This is an optimization exercise on Yosys and OpenROAD, whose aim is a short achievable clock period and few clock cycles, not a production implementation. The RTL of this run was laid out without a check of its function. No activity file was given, so power comes from the tool's default toggle rates.

--- flow/flow/run.sh ---
#!/bin/bash
set -uo pipefail
MARGIN=9.8
bash standard.sh SETUP_SLACK_MARGIN=$MARGIN finish > standard_flow.log 2>&1
--- flow/standard.sh ---
#!/bin/bash
# synth_recipe.tcl (not shown) runs the flow's synth.tcl, then flattens the netlist and writes it again
# the make line also repeats each setting of config.mk as NAME=value (left out here)
make -C /OpenROAD-flow-scripts/flow DESIGN_CONFIG=/design/flow/config.mk WORK_HOME=/design/flow/orfs CLKGATE_MAP_FILE= SYNTH_SCRIPT=/design/flow/synth_recipe.tcl "${@:-finish}"
--- flow/config.mk ---
export PLATFORM = sky130hd
export DESIGN_NAME = path_counter_top
export DESIGN_NICKNAME = path_counter_top
export VERILOG_FILES = /design/flow/design.v
export SDC_FILE = /design/flow/constraint.sdc
export NUM_CORES = 8
export LEC_CHECK = 0
export ABC_CLOCK_PERIOD_IN_PS = 2500
export CAP_MARGIN = 40
export CORE_MARGIN = 2
export CORE_UTILIZATION = 40
export PLACE_DENSITY = 0.46
export SLEW_MARGIN = 20
export TNS_END_PERCENT = 100
--- flow/constraint.sdc ---
create_clock -name core_clock -period 15.0 [get_ports {clk}]
set_input_delay 3.0000 -clock core_clock [delete_from_list [all_inputs] [get_ports {clk}]]
set_output_delay 3.0000 -clock core_clock [all_outputs]
set_load 0.01 [all_outputs]
--- flow/design.v ---
package graph_pkg;
    typedef logic [10-1:0] node_idx_t;
    typedef logic [24-1:0] count_t;
    typedef logic [5-1:0] edge_cnt_t;
    typedef logic [$clog2(128)-1:0] queue_ptr_t;
    typedef enum logic [2:0] {
        IDLE  = 3'd0,
        SEED  = 3'd1,
        POP   = 3'd2,
        FETCH = 3'd3,
        DONE  = 3'd4
    } ctrl_state_t;
endpackage
`timescale 1ns/1ps
module path_walk #(
    parameter int IW  = 8,
    parameter int KW  = 9,
    parameter int FW  = 8,
    parameter int OPW = 18
) (
    input  logic [IW-1:0]    id0, id1, id2, id3,
    input  logic [KW-1:0]    base0, base1, base2,
    input  logic             lossy0, lossy1, lossy2,
    input  logic [IW-1:0]    e0, e1, e2,
    input  logic             r0, r1, r2,
    input  logic [KW-1:0]    sp, sp_m1, sp_m2,
    input  logic [FW-1:0]    fd,
    output logic             w_read,
    output logic             ri0, ri1, ri2,
    output logic             w_reread,
    output logic             w_root,
    output logic             FI0, FI1, FI2, FI3,
    output logic             EI0, EI1, EI2, EI3,
    output logic [2:0]       opv,
    output logic [OPW-1:0]   op0, op1, op2
);
    localparam logic [1:0] OP_VAL = 2'd1;
    localparam logic [1:0] OP_CLR = 2'd2;
    logic E00, E01, E02, E10, E11, E20;
    logic R0, R1, R2;
    assign E00 = (sp    == base0);
    assign E01 = (sp_m1 == base0);
    assign E02 = (sp_m2 == base0);
    assign E10 = (sp    == base1);
    assign E11 = (sp_m1 == base1);
    assign E20 = (sp    == base2);
    assign R0  = (fd == FW'(0));
    assign R1  = (fd == FW'(1));
    assign R2  = (fd == FW'(2));
    logic st1_s, st1_rd, st1_f, st1_rr, st1_root, A01, A10;
    assign st1_s    = ~E00 & r0;
    assign st1_rd   = ~E00 & ~r0;
    assign st1_f    = E00 & ~lossy0 & ~R0;
    assign st1_rr   = E00 & lossy0;
    assign st1_root = E00 & ~lossy0 & R0;
    assign A01 = st1_s;
    assign A10 = st1_f;
    logic a01_s, a01_rd, a01_f, a01_root, a10_s, a10_rd, a10_f, a10_root;
    assign a01_s    = A01 & ~E01 & r1;
    assign a01_rd   = A01 & ~E01 & ~r1;
    assign a01_f    = A01 & E01 & ~lossy0 & ~R0;
    assign a01_root = A01 & E01 & ~lossy0 & R0;
    assign a10_s    = A10 & ~E10 & r0;
    assign a10_rd   = A10 & ~E10 & ~r0;
    assign a10_f    = A10 & E10 & ~lossy1 & ~R1;
    assign a10_root = A10 & E10 & ~lossy1 & R1;
    logic B02, B11, B20;
    assign B02 = a01_s;
    assign B11 = a01_f | a10_s;
    assign B20 = a10_f;
    logic b02_s, b02_rd, b02_f, b02_root;
    logic b11_s, b11_rd, b11_f, b11_root;
    logic b20_s, b20_rd, b20_f, b20_root;
    assign b02_s    = B02 & ~E02 & r2;
    assign b02_rd   = B02 & ~E02 & ~r2;
    assign b02_f    = B02 & E02 & ~lossy0 & ~R0;
    assign b02_root = B02 & E02 & ~lossy0 & R0;
    assign b11_s    = B11 & ~E11 & r1;
    assign b11_rd   = B11 & ~E11 & ~r1;
    assign b11_f    = B11 & E11 & ~lossy1 & ~R1;
    assign b11_root = B11 & E11 & ~lossy1 & R1;
    assign b20_s    = B20 & ~E20 & r0;
    assign b20_rd   = B20 & ~E20 & ~r0;
    assign b20_f    = B20 & E20 & ~lossy2 & ~R2;
    assign b20_root = B20 & E20 & ~lossy2 & R2;
    assign ri0      = st1_rd | a10_rd | b20_rd;
    assign ri1      = a01_rd | b11_rd;
    assign ri2      = b02_rd;
    assign w_read   = ri0 | ri1 | ri2;
    assign w_reread = st1_rr;
    assign w_root   = st1_root | a01_root | a10_root | b02_root | b11_root | b20_root;
    logic A01_t, A10_t, B02_t, B11_t, B20_t;
    assign A01_t = A01 & ~(a01_s | a01_f);
    assign A10_t = A10 & ~(a10_s | a10_f);
    assign B02_t = B02 & ~(b02_s | b02_f);
    assign B11_t = B11 & ~(b11_s | b11_f);
    assign B20_t = B20 & ~(b20_s | b20_f);
    assign FI0 = ~(A01 | A10) | A01_t | B02_t | b02_s;
    assign FI1 = A10_t | B11_t | b02_f | b11_s;
    assign FI2 = B20_t | b11_f | b20_s;
    assign FI3 = b20_f;
    assign EI0 = ~(A01 | A10) | A10_t | B20_t | b20_f;
    assign EI1 = A01_t | B11_t | b11_f | b20_s;
    assign EI2 = B02_t | b02_f | b11_s;
    assign EI3 = b02_s;
    always_comb begin
        opv[0] = st1_s | st1_f | st1_rr;
        if (st1_s)
            op0 = {OP_VAL, id0, e0};
        else if (st1_f)
            op0 = {OP_VAL, id1, id0};
        else
            op0 = {OP_CLR, id0, id0};
        opv[1] = a01_s | a01_f | a10_s | a10_f;
        if (A01)
            op1 = E01 ? {OP_VAL, id1, id0} : {OP_VAL, id0, e1};
        else
            op1 = E10 ? {OP_VAL, id2, id1} : {OP_VAL, id1, e0};
        opv[2] = b02_s | b02_f | b11_s | b11_f | b20_s | b20_f;
        if (B02)
            op2 = E02 ? {OP_VAL, id1, id0} : {OP_VAL, id0, e2};
        else if (B11)
            op2 = E11 ? {OP_VAL, id2, id1} : {OP_VAL, id1, e1};
        else
            op2 = E20 ? {OP_VAL, id3, id2} : {OP_VAL, id2, e0};
    end
endmodule
`timescale 1ns/1ps
module path_stack #(
    parameter int WD = 18,    
    parameter int D  = 256,   
    parameter int W  = 6      
) (
    input  logic            clk,
    input  logic            rst_n,
    input  logic            push,
    input  logic [WD-1:0]   push_val,
    input  logic            pop1,
    input  logic            pop2,
    input  logic            pop3,
    output logic [W*WD-1:0] top
);
    localparam int S = D - W;
    logic [W*WD-1:0]       f;
    logic [S*WD-1:0]       s;
    logic                  p_push, p_pop1, p_pop2, p_pop3;
    logic [WD-1:0]         p_val;
    logic [(S+4)*WD-1:0]   s_ext;
    logic [S*WD-1:0]       s_now;
    assign s_ext = {{(3*WD){1'b0}}, s, p_val};
    always_comb begin
        for (int j = 0; j < S; j++) begin
            if (p_push)
                s_now[j*WD +: WD] = s_ext[j*WD +: WD];
            else if (p_pop1)
                s_now[j*WD +: WD] = s_ext[(j+2)*WD +: WD];
            else if (p_pop2)
                s_now[j*WD +: WD] = s_ext[(j+3)*WD +: WD];
            else if (p_pop3)
                s_now[j*WD +: WD] = s_ext[(j+4)*WD +: WD];
            else
                s_now[j*WD +: WD] = s_ext[(j+1)*WD +: WD];
        end
    end
    logic [(W+3)*WD-1:0]   f_ext;
    assign f_ext = {s_now[3*WD-1:0], f};
    logic [W*WD-1:0]       f_up;
    assign f_up = {f[(W-1)*WD-1:0], push_val};
    always_ff @(posedge clk or negedge rst_n) begin
        if (!rst_n) begin
            p_push <= 1'b0;
            p_pop1 <= 1'b0;
            p_pop2 <= 1'b0;
            p_pop3 <= 1'b0;
        end else begin
            p_push <= push;
            p_pop1 <= pop1;
            p_pop2 <= pop2;
            p_pop3 <= pop3;
        end
    end
    always_ff @(posedge clk) begin
        for (int i = 0; i < W; i++) begin
            if (push)
                f[i*WD +: WD] <= f_up[i*WD +: WD];
            else if (pop1)
                f[i*WD +: WD] <= f_ext[(i+1)*WD +: WD];
            else if (pop2)
                f[i*WD +: WD] <= f_ext[(i+2)*WD +: WD];
            else if (pop3)
                f[i*WD +: WD] <= f_ext[(i+3)*WD +: WD];
        end
        s      <= s_now;
        p_val  <= f[(W-1)*WD +: WD];
    end
    assign top = f;
endmodule
`timescale 1ns/1ps
module path_counter_top (
    input  logic                 clk,
    input  logic                 rst_n,
    input  logic                 start,
    input  graph_pkg::node_idx_t start_idx,
    input  graph_pkg::node_idx_t end_idx,
    input  logic                 edge_valid,
    input  graph_pkg::node_idx_t next_node_idx,
    input  graph_pkg::edge_cnt_t next_node_counter,
    output logic                 edge_ready,
    output graph_pkg::node_idx_t node_idx,
    output logic                 rd_next_node,
    output graph_pkg::count_t    path_count,
    output logic                 done
);
    localparam int N   = 129;           
    localparam int IW  = 8;             
    localparam int XW  = 10;
    localparam int CW  = 24;
    localparam int K   = 256;           
    localparam int KW  = 9;             
    localparam int FN  = 128;           
    localparam int FW  = 8;             
    localparam int QD  = 32;            
    localparam int QW  = 5;
    localparam int OPW = 2 * IW + 2;    
    localparam int ESW = IW + XW;       
    localparam int FSW = 1 + KW + IW + XW;   
    localparam logic [1:0] OP_ONE = 2'd0;
    localparam logic [1:0] OP_VAL = 2'd1;
    localparam logic [1:0] OP_CLR = 2'd2;
    logic              run;         
    logic              init;        
    logic              srch;        
    logic              fin;         
    logic [XW-1:0]     end_r;
    logic              s1_v;
    logic [XW-1:0]     s1_t;
    logic              s1_last;
    logic              s1_endc;
    logic              s1_done;
    logic              s1_pend;
    logic              s1_alloc;
    logic              s1_fr;       
    logic              s1_la;       
    logic              la_force;    
    logic [N-1:0]      s1_hit;
    logic              s1_fwdhit;
    logic [IW-1:0]     s1_fwd_id;
    logic              have_cand;
    logic [IW-1:0]     cand_id;
    logic [XW-1:0]     cand_idx;
    logic [IW-1:0]     cur_id;
    logic [XW-1:0]     cur_idx;
    logic [KW-1:0]     cur_base;
    logic              cur_lossy;
    logic [N*XW-1:0]   nt_idx;
    logic [N-1:0]      nt_vld;
    logic [N-1:0]      nt_rd;
    logic [N*CW-1:0]   nt_val;
    logic [IW-1:0]     cnt;
    logic              rds_v;       
    logic [IW-1:0]     rds_id;
    logic [6*ESW-1:0]  es;
    logic [KW-1:0]     sp;
    logic [KW-1:0]     sp_m1, sp_m2;    
    logic [IW-1:0]     ew0, ew1, ew2;
    logic [6*FSW-1:0]  fs;
    logic [FW-1:0]     fd;
    logic [FSW-1:0]    fw0, fw1, fw2;
    assign ew0 = es[0*ESW +: IW];
    assign ew1 = es[1*ESW +: IW];
    assign ew2 = es[2*ESW +: IW];
    assign fw0 = fs[0*FSW +: FSW];
    assign fw1 = fs[1*FSW +: FSW];
    assign fw2 = fs[2*FSW +: FSW];
    logic [3:0]        st_v;
    logic [OPW-1:0]    st_op [4];
    logic [QD*OPW-1:0] q;
    logic [QW-1:0]     q_rp;
    logic [QW-1:0]     q_wp;
    logic [QW:0]       q_cnt;
    assign edge_ready = rd_next_node;
    logic [CW-1:0] pc_out;
    assign path_count = pc_out;
    logic          take;
    logic          last0;
    logic [N-1:0]  hit0;
    logic          hit_fwd;
    logic          hit_any0;
    logic          hit_rd0;
    logic          c_end0, c_done0, c_pend0, alloc0;
    assign take  = edge_valid & rd_next_node;
    assign last0 = (next_node_counter == 5'(1));
    always_comb begin
        for (int i = 0; i < N; i++) begin
            hit0[i] = nt_vld[i] & (nt_idx[i*XW +: XW] == next_node_idx);
        end
        hit_fwd  = s1_v & s1_alloc & (s1_t == next_node_idx);
        hit_any0 = (|hit0) | hit_fwd;
        hit_rd0  = '0;
        for (int i = 0; i < N; i++) begin
            hit_rd0 = hit_rd0 | (nt_rd[i] & (nt_idx[i*XW +: XW] == next_node_idx));
        end
        c_end0   = (next_node_idx == end_r);
        c_done0  = take & ~c_end0 & hit_rd0;
        c_pend0  = take & ~c_end0 & ~hit_rd0;
        alloc0   = c_pend0 & ~hit_any0;
    end
    logic [IW-1:0] hit_id;
    logic          c_end, c_done, c_pend;
    logic [IW-1:0] pend_id;
    always_comb begin
        hit_id = s1_fwdhit ? s1_fwd_id : '0;
        for (int i = 0; i < N; i++) begin
            if (s1_hit[i]) hit_id = hit_id | IW'(i);
        end
        c_end   = s1_v & s1_endc;
        c_done  = s1_v & s1_done;
        c_pend  = s1_v & s1_pend;
        pend_id = s1_alloc ? cnt : hit_id;
    end
    logic s1_cand_new;   
    logic s1_push;       
    logic es_full;
    logic push_ok;
    logic push_drop;
    assign s1_cand_new = c_pend & ~have_cand;
    assign s1_push     = c_pend & have_cand;
    assign es_full     = sp[KW-1];
    assign push_ok     = s1_push & ~es_full;
    assign push_drop   = s1_push & es_full;
    logic          s1_end;        
    logic          cand_final;    
    logic          sw;            
    logic [IW-1:0] cand_id_final;
    assign s1_end        = s1_v & s1_last;
    assign cand_final    = have_cand | c_pend;
    assign sw            = s1_end & cand_final;
    assign cand_id_final = have_cand ? cand_id : pend_id;
    logic [IW-1:0]  e_id  [3];
    logic           e_rd  [3];
    logic [XW-1:0]  e_idx [3];
    always_comb begin
        e_id[0] = ew0;
        e_id[1] = ew1;
        e_id[2] = ew2;
        for (int j = 0; j < 3; j++) begin
            e_rd[j]  = nt_rd[e_id[j]] | (rds_v & (rds_id == e_id[j]));
            e_idx[j] = es[j*ESW + IW +: XW];
        end
    end
    logic           w_read;       
    logic           ri0, ri1, ri2;
    logic           w_reread;     
    logic           w_root;       
    logic           FI0, FI1, FI2, FI3, EI0, EI1, EI2, EI3;
    logic [2:0]     w_opv;
    logic [OPW-1:0] w_op [3];
    path_walk #(.IW(IW), .KW(KW), .FW(FW), .OPW(OPW)) u_walk (
        .id0    (cur_id),
        .id1    (fw0[IW-1:0]),
        .id2    (fw1[IW-1:0]),
        .id3    (fw2[IW-1:0]),
        .base0  (cur_base),
        .base1  (fw0[IW + XW +: KW]),
        .base2  (fw1[IW + XW +: KW]),
        .lossy0 (cur_lossy),
        .lossy1 (fw0[FSW-1]),
        .lossy2 (fw1[FSW-1]),
        .e0     (e_id[0]),
        .e1     (e_id[1]),
        .e2     (e_id[2]),
        .r0     (e_rd[0]),
        .r1     (e_rd[1]),
        .r2     (e_rd[2]),
        .sp     (sp),
        .sp_m1  (sp_m1),
        .sp_m2  (sp_m2),
        .fd     (fd),
        .w_read (w_read),
        .ri0    (ri0),
        .ri1    (ri1),
        .ri2    (ri2),
        .w_reread (w_reread),
        .w_root (w_root),
        .FI0    (FI0), .FI1 (FI1), .FI2 (FI2), .FI3 (FI3),
        .EI0    (EI0), .EI1 (EI1), .EI2 (EI2), .EI3 (EI3),
        .opv    (w_opv),
        .op0    (w_op[0]),
        .op1    (w_op[1]),
        .op2    (w_op[2])
    );
    logic [XW-1:0] w_read_idx;
    logic [IW-1:0] w_read_id;
    assign w_read_idx = ri0 ? e_idx[0] : ri1 ? e_idx[1] : e_idx[2];
    assign w_read_id  = ri0 ? e_id[0] : ri1 ? e_id[1] : e_id[2];
    logic           full3;
    logic           la1_ok;
    logic [3:0]     la_k, la_p;
    logic [IW-1:0]  la_cur_id;
    logic [KW-1:0]  la_cur_base;
    logic           la_cur_lossy;
    logic [KW-1:0]  la_sp, la_sp_m1, la_sp_m2;
    logic [FW-1:0]  la_fd;
    logic [1:0]     la_age;
    logic           la_read_r;
    logic [XW-1:0]  la_idx_r;
    assign full3 = ~w_read & ~w_root & ~w_reread
                 & ((FI0 & EI3) | (FI1 & EI2) | (FI2 & EI1) | (FI3 & EI0));
    logic [FSW-1:0] lf [3];
    logic [ESW-1:0] le [3];
    logic           lr [3];
    always_comb begin
        for (int j = 0; j < 3; j++) begin
            lf[j] = la_k[0] ? fs[(j+0)*FSW +: FSW] : la_k[1] ? fs[(j+1)*FSW +: FSW]
                  : la_k[2] ? fs[(j+2)*FSW +: FSW] : fs[(j+3)*FSW +: FSW];
            le[j] = la_p[0] ? es[(j+0)*ESW +: ESW] : la_p[1] ? es[(j+1)*ESW +: ESW]
                  : la_p[2] ? es[(j+2)*ESW +: ESW] : es[(j+3)*ESW +: ESW];
            lr[j] = nt_rd[le[j][IW-1:0]] | (rds_v & (rds_id == le[j][IW-1:0]));
        end
    end
    logic l_read, l_ri0, l_ri1, l_ri2;
    logic l_reread, l_root, lFI0, lFI1, lFI2, lFI3, lEI0, lEI1, lEI2, lEI3;
    logic [2:0]     l_opv;
    logic [OPW-1:0] l_op0, l_op1, l_op2;
    path_walk #(.IW(IW), .KW(KW), .FW(FW), .OPW(OPW)) u_walk_la (
        .id0    (la_cur_id),
        .id1    (lf[0][IW-1:0]),
        .id2    (lf[1][IW-1:0]),
        .id3    (lf[2][IW-1:0]),
        .base0  (la_cur_base),
        .base1  (lf[0][IW + XW +: KW]),
        .base2  (lf[1][IW + XW +: KW]),
        .lossy0 (la_cur_lossy),
        .lossy1 (lf[0][FSW-1]),
        .lossy2 (lf[1][FSW-1]),
        .e0     (le[0][IW-1:0]),
        .e1     (le[1][IW-1:0]),
        .e2     (le[2][IW-1:0]),
        .r0     (lr[0]),
        .r1     (lr[1]),
        .r2     (lr[2]),
        .sp     (la_sp),
        .sp_m1  (la_sp_m1),
        .sp_m2  (la_sp_m2),
        .fd     (la_fd),
        .w_read (l_read),
        .ri0    (l_ri0),
        .ri1    (l_ri1),
        .ri2    (l_ri2),
        .w_reread (l_reread),
        .w_root (l_root),
        .FI0    (lFI0), .FI1 (lFI1), .FI2 (lFI2), .FI3 (lFI3),
        .EI0    (lEI0), .EI1 (lEI1), .EI2 (lEI2), .EI3 (lEI3),
        .opv    (l_opv),
        .op0    (l_op0),
        .op1    (l_op1),
        .op2    (l_op2)
    );
    logic [QW:0] q_fill;
    logic        q_room;
    logic        q_room_pre;
    assign q_fill     = q_cnt + (QW+1)'(st_v[0]) + (QW+1)'(st_v[1])
                      + (QW+1)'(st_v[2]) + (QW+1)'(st_v[3]);
    assign q_room     = (q_fill <= (QW+1)'(QD - 12));
    assign q_room_pre = (q_fill <= (QW+1)'(QD - 16));
    logic sr_go;
    assign sr_go = run & ~fin & ((srch & (q_room | la_force)) | (s1_end & ~cand_final & (q_room | s1_fr)));
    logic sr_read, sr_reread, sr_root;
    assign sr_read   = sr_go & w_read;
    assign sr_reread = sr_go & w_reread;
    assign sr_root   = sr_go & w_root;
    logic take_last;
    logic cand_avail0;
    logic pre_fr;
    logic la_use;
    assign take_last   = take & last0;
    assign cand_avail0 = have_cand | c_pend | c_pend0;
    assign pre_fr      = w_read & q_room_pre & ~srch;
    assign la_use      = la_read_r & (la_age == 2'd2) & q_room_pre & ~srch & ~pre_fr;
    logic           P0, P1, P2, P3;       
    logic           Q0, Q1, Q2, Q3;       
    logic [KW-1:0]  sp_m3, sp_m4, sp_m5;
    logic [FW-1:0]  fd_p1, fd_m1, fd_m2, fd_m3;
    assign P0 = EI0 & ~w_read;
    assign P1 = (EI1 & ~w_read) | (EI0 & w_read);
    assign P2 = (EI2 & ~w_read) | (EI1 & w_read);
    assign P3 = (EI3 & ~w_read) | (EI2 & w_read);
    assign Q0 = w_read ? (FI0 | FI1) : FI0;
    assign Q1 = w_read ? FI2 : FI1;
    assign Q2 = w_read ? FI3 : FI2;
    assign Q3 = ~w_read & FI3;
    assign sp_m3   = sp_m2 - KW'(1);
    assign sp_m4   = sp_m2 - KW'(2);
    assign sp_m5   = sp_m2 - KW'(3);
    assign fd_p1   = fd + FW'(1);
    assign fd_m1   = fd - FW'(1);
    assign fd_m2   = fd - FW'(2);
    assign fd_m3   = fd - FW'(3);
    logic [KW-1:0] sp_n, sp_m1_n, sp_m2_n;
    logic [FW-1:0] fd_n;
    always_comb begin
        sp_n    = P0 ? sp    : P1 ? sp_m1 : P2 ? sp_m2 : sp_m3;
        sp_m1_n = P0 ? sp_m1 : P1 ? sp_m2 : P2 ? sp_m3 : sp_m4;
        sp_m2_n = P0 ? sp_m2 : P1 ? sp_m3 : P2 ? sp_m4 : sp_m5;
        if (w_read)
            fd_n = FI0 ? fd_p1 : FI1 ? fd : FI2 ? fd_m1 : fd_m2;
        else
            fd_n = FI0 ? fd : FI1 ? fd_m1 : FI2 ? fd_m2 : fd_m3;
    end
    logic [IW-1:0]  wcur_id;
    logic [XW-1:0]  wcur_idx;
    logic [KW-1:0]  wcur_base;
    logic           wcur_lossy;
    always_comb begin
        if (FI0)
            {wcur_lossy, wcur_base, wcur_idx, wcur_id} = {cur_lossy, cur_base, cur_idx, cur_id};
        else if (FI1)
            {wcur_lossy, wcur_base, wcur_idx, wcur_id} = fw0;
        else if (FI2)
            {wcur_lossy, wcur_base, wcur_idx, wcur_id} = fw1;
        else
            {wcur_lossy, wcur_base, wcur_idx, wcur_id} = fw2;
    end
    logic es_push, es_pop1, es_pop2, es_pop3;
    logic fs_push, fs_pop1, fs_pop2, fs_pop3;
    logic [ESW-1:0] es_new;
    logic [FSW-1:0] fs_new;
    assign es_push = push_ok;
    assign es_pop1 = sr_go & P1;
    assign es_pop2 = sr_go & P2;
    assign es_pop3 = sr_go & P3;
    assign fs_push = sw | (sr_read & FI0);
    assign fs_pop1 = sr_go & Q1;
    assign fs_pop2 = sr_go & Q2;
    assign fs_pop3 = sr_go & Q3;
    assign es_new  = {s1_t, pend_id};
    assign fs_new  = {cur_lossy | push_drop, cur_base, cur_idx, cur_id};
    logic [2:0]     st_n;
    logic [QW-1:0]  q_wa [4];
    always_comb begin
        st_n    = 3'(st_v[0]) + 3'(st_v[1]) + 3'(st_v[2]) + 3'(st_v[3]);
        q_wa[0] = q_wp;
        q_wa[1] = q_wa[0] + QW'(st_v[0]);
        q_wa[2] = q_wa[1] + QW'(st_v[1]);
        q_wa[3] = q_wa[2] + QW'(st_v[2]);
    end
    logic [OPW-1:0] h0, h1;
    logic [1:0]     h0_kind, h1_kind;
    logic [IW-1:0]  h0_dst, h0_src, h1_dst, h1_src;
    logic           q_any, q_pair;
    logic [QW-1:0]  q_rp1;
    logic [N-1:0]   h_doh, h_s0oh, h_s1oh;
    assign q_rp1   = q_rp + 1'b1;
    assign h0      = q[q_rp*OPW +: OPW];
    assign h1      = q[q_rp1*OPW +: OPW];
    assign h0_kind = h0[OPW-1 -: 2];
    assign h0_dst  = h0[IW +: IW];
    assign h0_src  = h0[IW-1:0];
    assign h1_kind = h1[OPW-1 -: 2];
    assign h1_dst  = h1[IW +: IW];
    assign h1_src  = h1[IW-1:0];
    assign q_any   = (q_cnt != '0);
    assign q_pair  = (q_cnt > (QW+1)'(1)) & (h0_kind != OP_CLR) & (h1_kind != OP_CLR)
                   & (h0_dst == h1_dst);
    always_comb begin
        for (int i = 0; i < N; i++) begin
            h_doh[i]  = (h0_dst == IW'(i));
            h_s0oh[i] = (h0_src == IW'(i));
            h_s1oh[i] = (h1_src == IW'(i));
        end
    end
    logic           b_v;
    logic [1:0]     b_kind0;
    logic           b_pair, b_one1;
    logic [IW-1:0]  b_dst;
    logic [N-1:0]   b_doh, b_s0oh, b_s1oh;
    logic           b_fd, b_fs0, b_fs1;
    logic [CW-1:0]  b_d, b_s0, b_s1;
    logic [CW-1:0]  rd_d, rd_s0, rd_s1;
    logic           c_v;
    logic [N-1:0]   c_doh;
    logic [CW-1:0]  c_d, c_s0, c_s1;
    logic [CW-1:0]  c_r;
    assign c_r = c_d + c_s0 + c_s1;
    always_comb begin
        rd_d  = '0;
        rd_s0 = '0;
        rd_s1 = '0;
        for (int i = 0; i < N; i++) begin
            rd_d  = rd_d  | (nt_val[i*CW +: CW] & {CW{b_doh[i]}});
            rd_s0 = rd_s0 | (nt_val[i*CW +: CW] & {CW{b_s0oh[i]}});
            rd_s1 = rd_s1 | (nt_val[i*CW +: CW] & {CW{b_s1oh[i]}});
        end
        if (b_kind0 == OP_CLR)
            b_d = '0;
        else if (b_fd)
            b_d = c_r;
        else
            b_d = rd_d;
        if (b_kind0 == OP_ONE)
            b_s0 = CW'(1);
        else if (b_kind0 == OP_CLR)
            b_s0 = '0;
        else if (b_fs0)
            b_s0 = c_r;
        else
            b_s0 = rd_s0;
        if (!b_pair)
            b_s1 = '0;
        else if (b_one1)
            b_s1 = CW'(1);
        else if (b_fs1)
            b_s1 = c_r;
        else
            b_s1 = rd_s1;
    end
    logic run_go;
    assign run_go = start & ~run;
    logic drain_done;
    assign drain_done = fin & (q_cnt == '0) & (st_n == '0) & ~b_v;
    always_ff @(posedge clk or negedge rst_n) begin
        if (!rst_n) begin
            run          <= 1'b0;
            init         <= 1'b0;
            srch         <= 1'b0;
            fin          <= 1'b0;
            done         <= 1'b0;
            rd_next_node <= 1'b0;
            s1_v         <= 1'b0;
            s1_fr        <= 1'b0;
            s1_la        <= 1'b0;
            la_force     <= 1'b0;
            la_age       <= '0;
            have_cand    <= 1'b0;
            sp           <= '0;
            sp_m1        <= '1;
            sp_m2        <= '1 - 1'b1;
            fd           <= '0;
            st_v         <= '0;
            q_rp         <= '0;
            q_wp         <= '0;
            q_cnt        <= '0;
            b_v          <= 1'b0;
            c_v          <= 1'b0;
        end else begin
            init  <= run_go;
            s1_v  <= take;
            s1_fr    <= take_last & ~cand_avail0 & (pre_fr | la_use);
            s1_la    <= take_last & ~cand_avail0 & la_use;
            la_force <= s1_la & s1_end;
            la_age   <= (run_go | init | sw | sr_go | push_ok | push_drop | rds_v) ? 2'd0
                      : (la_age == 2'd2) ? 2'd2 : la_age + 1'b1;
            st_v  <= {sr_go & w_opv[2], sr_go & w_opv[1], sr_go & w_opv[0], c_end | c_done};
            if (run_go) begin
                run          <= 1'b1;
                done         <= 1'b0;
                srch         <= 1'b0;
                fin          <= 1'b0;
                rd_next_node <= 1'b1;
                have_cand    <= 1'b0;
                sp           <= '0;
                sp_m1        <= '1;
                sp_m2        <= '1 - 1'b1;
                fd           <= '0;
            end else if (run) begin
                if (take_last && !cand_avail0 && !pre_fr && !la_use) begin
                    rd_next_node <= 1'b0;
                end
                if (s1_end) begin
                    have_cand <= 1'b0;
                end else if (s1_cand_new) begin
                    have_cand <= 1'b1;
                end
                if (push_ok) begin
                    sp    <= sp + 1'b1;
                    sp_m1 <= sp;
                    sp_m2 <= sp_m1;
                end
                if (sw) begin
                    fd <= fd + 1'b1;
                end else if (s1_end) begin
                    srch <= 1'b1;
                end
                if (sr_go) begin
                    sp    <= sp_n;
                    sp_m1 <= sp_m1_n;
                    sp_m2 <= sp_m2_n;
                    fd    <= fd_n;
                    if (w_read || w_reread) begin
                        srch <= 1'b0;
                        if (!la_force) rd_next_node <= 1'b1;
                    end
                    if (w_root) begin
                        srch <= 1'b0;
                        fin  <= 1'b1;
                    end
                end
                if (drain_done) begin
                    run  <= 1'b0;
                    fin  <= 1'b0;
                    done <= 1'b1;
                end
            end
            q_wp  <= q_wp + QW'(st_n);
            q_cnt <= q_cnt + (QW+1)'(st_n) - (q_pair ? (QW+1)'(2) : q_any ? (QW+1)'(1) : '0);
            q_rp  <= q_rp + (q_pair ? QW'(2) : q_any ? QW'(1) : '0);
            b_v   <= q_any;
            c_v   <= b_v;
        end
    end
    always_ff @(posedge clk) begin
        if (run_go) begin
            node_idx <= start_idx;
        end else if (take_last && cand_avail0) begin
            node_idx <= have_cand ? cand_idx : (c_pend ? s1_t : next_node_idx);
        end else if (take_last && pre_fr) begin
            node_idx <= w_read_idx;
        end else if (take_last && la_use) begin
            node_idx <= la_idx_r;
        end else if (sr_reread) begin
            node_idx <= cur_idx;
        end else if (sr_read && !la_force) begin
            node_idx <= w_read_idx;
        end
    end
    always_ff @(posedge clk) begin
        st_op[0] <= {c_end ? OP_ONE : OP_VAL, cur_id, hit_id};
        st_op[1] <= w_op[0];
        st_op[2] <= w_op[1];
        st_op[3] <= w_op[2];
        for (int i = 0; i < QD; i++) begin
            if (st_v[0] && (q_wa[0] == QW'(i)))
                q[i*OPW +: OPW] <= st_op[0];
            else if (st_v[1] && (q_wa[1] == QW'(i)))
                q[i*OPW +: OPW] <= st_op[1];
            else if (st_v[2] && (q_wa[2] == QW'(i)))
                q[i*OPW +: OPW] <= st_op[2];
            else if (st_v[3] && (q_wa[3] == QW'(i)))
                q[i*OPW +: OPW] <= st_op[3];
        end
    end
    always_ff @(posedge clk) begin
        b_kind0 <= h0_kind;
        b_pair  <= q_pair;
        b_one1  <= (h1_kind == OP_ONE);
        b_doh   <= h_doh;
        b_s0oh  <= h_s0oh;
        b_s1oh  <= h_s1oh;
        b_dst   <= h0_dst;
        b_fd    <= b_v & (b_dst == h0_dst);
        b_fs0   <= b_v & (b_dst == h0_src);
        b_fs1   <= b_v & (b_dst == h1_src);
        c_doh   <= b_doh;
        c_d     <= b_d;
        c_s0    <= b_s0;
        c_s1    <= b_s1;
    end
    always_ff @(posedge clk) begin
        s1_t      <= next_node_idx;
        s1_last   <= last0;
        s1_endc   <= c_end0;
        s1_done   <= c_done0;
        s1_pend   <= c_pend0;
        s1_alloc  <= alloc0;
        s1_hit    <= hit0;
        s1_fwdhit <= hit_fwd;
        s1_fwd_id <= cnt;
        if (run_go) begin
            end_r <= end_idx;
        end
    end
    always_ff @(posedge clk) begin
        la1_ok       <= full3;
        la_k         <= {FI3, FI2, FI1, FI0};
        la_p         <= {EI3, EI2, EI1, EI0};
        la_cur_id    <= wcur_id;
        la_cur_base  <= wcur_base;
        la_cur_lossy <= wcur_lossy;
        la_sp        <= sp_n;
        la_sp_m1     <= sp_m1_n;
        la_sp_m2     <= sp_m2_n;
        la_fd        <= fd_n;
        la_read_r    <= la1_ok & l_read;
        la_idx_r     <= l_ri0 ? le[0][IW +: XW] : l_ri1 ? le[1][IW +: XW] : le[2][IW +: XW];
    end
    always_ff @(posedge clk) begin
        if (s1_cand_new && !s1_end) begin
            cand_id  <= pend_id;
            cand_idx <= s1_t;
        end
        if (run_go) begin
            cur_idx <= start_idx;
        end else if (sw) begin
            cur_idx <= have_cand ? cand_idx : s1_t;
        end else if (sr_go) begin
            cur_idx <= w_read ? w_read_idx : wcur_idx;
        end
        if (init) begin
            cur_id    <= '0;
            cur_base  <= '0;
            cur_lossy <= 1'b0;
        end else if (sw) begin
            cur_id    <= cand_id_final;
            cur_base  <= sp + (push_ok ? 1'b1 : 1'b0);
            cur_lossy <= 1'b0;
        end else if (sr_go) begin
            if (w_read) begin
                cur_id    <= w_read_id;
                cur_base  <= sp_n;
                cur_lossy <= 1'b0;
            end else begin
                cur_id    <= wcur_id;
                cur_base  <= wcur_base;
                cur_lossy <= w_reread ? 1'b0 : wcur_lossy;
            end
        end else if (push_drop) begin
            cur_lossy <= 1'b1;
        end
    end
    path_stack #(.WD(ESW), .D(K), .W(6)) u_es (
        .clk      (clk),
        .rst_n    (rst_n),
        .push     (es_push),
        .push_val (es_new),
        .pop1     (es_pop1),
        .pop2     (es_pop2),
        .pop3     (es_pop3),
        .top      (es)
    );
    path_stack #(.WD(FSW), .D(FN), .W(6)) u_fs (
        .clk      (clk),
        .rst_n    (rst_n),
        .push     (fs_push),
        .push_val (fs_new),
        .pop1     (fs_pop1),
        .pop2     (fs_pop2),
        .pop3     (fs_pop3),
        .top      (fs)
    );
    always_ff @(posedge clk or negedge rst_n) begin
        if (!rst_n) begin
            rds_v <= 1'b0;
        end else begin
            rds_v <= sw | sr_read;
        end
    end
    always_ff @(posedge clk) begin
        rds_id <= sw ? cand_id_final : w_read_id;
    end
    always_ff @(posedge clk) begin
        if (run_go) begin
            nt_idx[XW-1:0] <= start_idx;
        end
        if (init) begin
            cnt    <= IW'(1);
            nt_vld <= N'(1);
            nt_rd  <= N'(1);
        end else begin
            if (c_pend && s1_alloc) begin
                cnt                  <= cnt + 1'b1;
                nt_idx[cnt*XW +: XW] <= s1_t;
                nt_vld[cnt]          <= 1'b1;
            end
            if (rds_v) nt_rd[rds_id] <= 1'b1;
        end
    end
    always_ff @(posedge clk) begin
        if (c_v && c_doh[0])
            pc_out <= c_r;
        for (int i = 0; i < N; i++) begin
            if (init)
                nt_val[i*CW +: CW] <= '0;
            else if (c_v && c_doh[i])
                nt_val[i*CW +: CW] <= c_r;
        end
    end
endmodule
==> key figures <==
Logic synthesis
  • Cell variety after synth: 113
  • Yosys warns: 21
  • Asr flop ratio synth: 0.544%
  • Synth area leaders: edfxtp_1 37%, dfxtp_1 11%, mux2i_1 11%
  • Sequential area share after synthesis: 47.7%
  • Synthesized flop and latch total: 14,528
  • Post-Syn Nets: 92,427
  • Post-synth EDFFs: 9,982
  • Largest area contributor in the netlist: edfxtp_1
  • Yosys top cell area share: 36.5%
  • Avg Synthesized Cell Area: 8.89 µm²
  • Ys flop type: edfxtp_1
  • Synth Cell Area: 821,000 µm²
  • Synth Instances: 92,268

Floorplan
  • Die Ht: 1440 µm
  • Die span in x: 1440 µm
  • Rows: 526
  • Starting density of the core: 40.1%
  • I/O Pins: 76

Clocking
  • Hold buffer count at CTS: 0
  • Root buf cell: clkbuf_16
  • Num CTS Buffers: 1,757
  • Buffer depth of the longest clock path: 6
  • CTS H-tree lvls: 7
  • Sink Count: 14,528

Global routing
  • Tot GR Track Use: 53.9%
  • Largest net degree at the start of global routing: 270
  • First-pass GRT wire length: 7,560,000 µm
  • GR Overflow Total: 92
  • Vias in the first global route: 761,823

Status
  • Stop stage: global routing
  • Status: did not finish
  • Log Error: [ERROR GRT-0116] Global routing finished with congestion. Check the congestion regions in the DRC Viewer.

Placed design
  • Final Wtd Congestion: 1.26
  • Placed Cells: 114,555
  • Placed inst area: 864,000 µm²
  • Place WS: 5710 ps
  • Number of port buffers: 75
  • Detailed placement HPWL: 3,240,000 µm
cells by family after synthesis:
group                    count (synthesis)  synth area share, %
buffers and inverters                 8281                 3.86
multiplexers                          9349                 12.2
AO/OA/AOI/OAI                        28551                 19.9
XOR/XNOR                              1617                 1.73
adder cells (fa/ha/maj)                120                0.212
flip-flops                           14528                 47.7
AND/OR/NAND/NOR                      29822                 14.5
how the worst min path moves through the flow:
stage | startpoint | end | slack (ps) | cells after the start
after floorplan | cur_id[5] | st_op[0][13] | 330 | 0
after global placement | u_es.f[97] | u_es.p_val[7] | 370 | 0
after detailed placement | u_es.f[97] | u_es.p_val[7] | 360 | 0
after CTS | u_es.f[94] | u_es.p_val[4] | 340 | 0
per-stage QoR:
step	utilization (%)	hold WS, ps
after floorplan	-	326
after global placement	41.5	368
after detailed placement	42.2	363
after CTS	45.4	342
routing by layer:
| layer | overflow | GRT usage [%] |
|---|---|---|
| met5 | 3 | 30.4 |
| met1 | 9 | 60.4 |
| met4 | 27 | 40.7 |
| met3 | 23 | 40.5 |
| met2 | 30 | 64.9 |
power groups by stage:
stage	registers [W]	clock network, W	logic (W)
floorplan	0.0588	0	0.0222
global placement	0.0582	0	0.0402
detailed placement	0.0577	0	0.0421
CTS	0.0569	0.0441	0.0440
repair_timing:
item                                    4_1_cts
setup buffers                               195
pin swaps                                    68
cloned                                      134
endpoints found under the setup margin     6078
resized for setup                           928
synth_stat cells, drive strengths merged (66+ instances only):
master and number:
mux2 90, a21oi 12304, o22ai 73, inv 162, nor2 14331, a22oi 2796
mux4 477, o21ai 9604, a22o 1444, a221oi 1467, nor2b 66, and2 344
ha 88, a211oi 316, nor3 180, dfxtp 4467, nand2 12489, clkbuf 7129
buf 985, nand4 989, edfxtp 9982, mux2i 8782, xor2 503, nand3 708
o211ai 71, nor4 462, o31ai 150, xnor2 1114
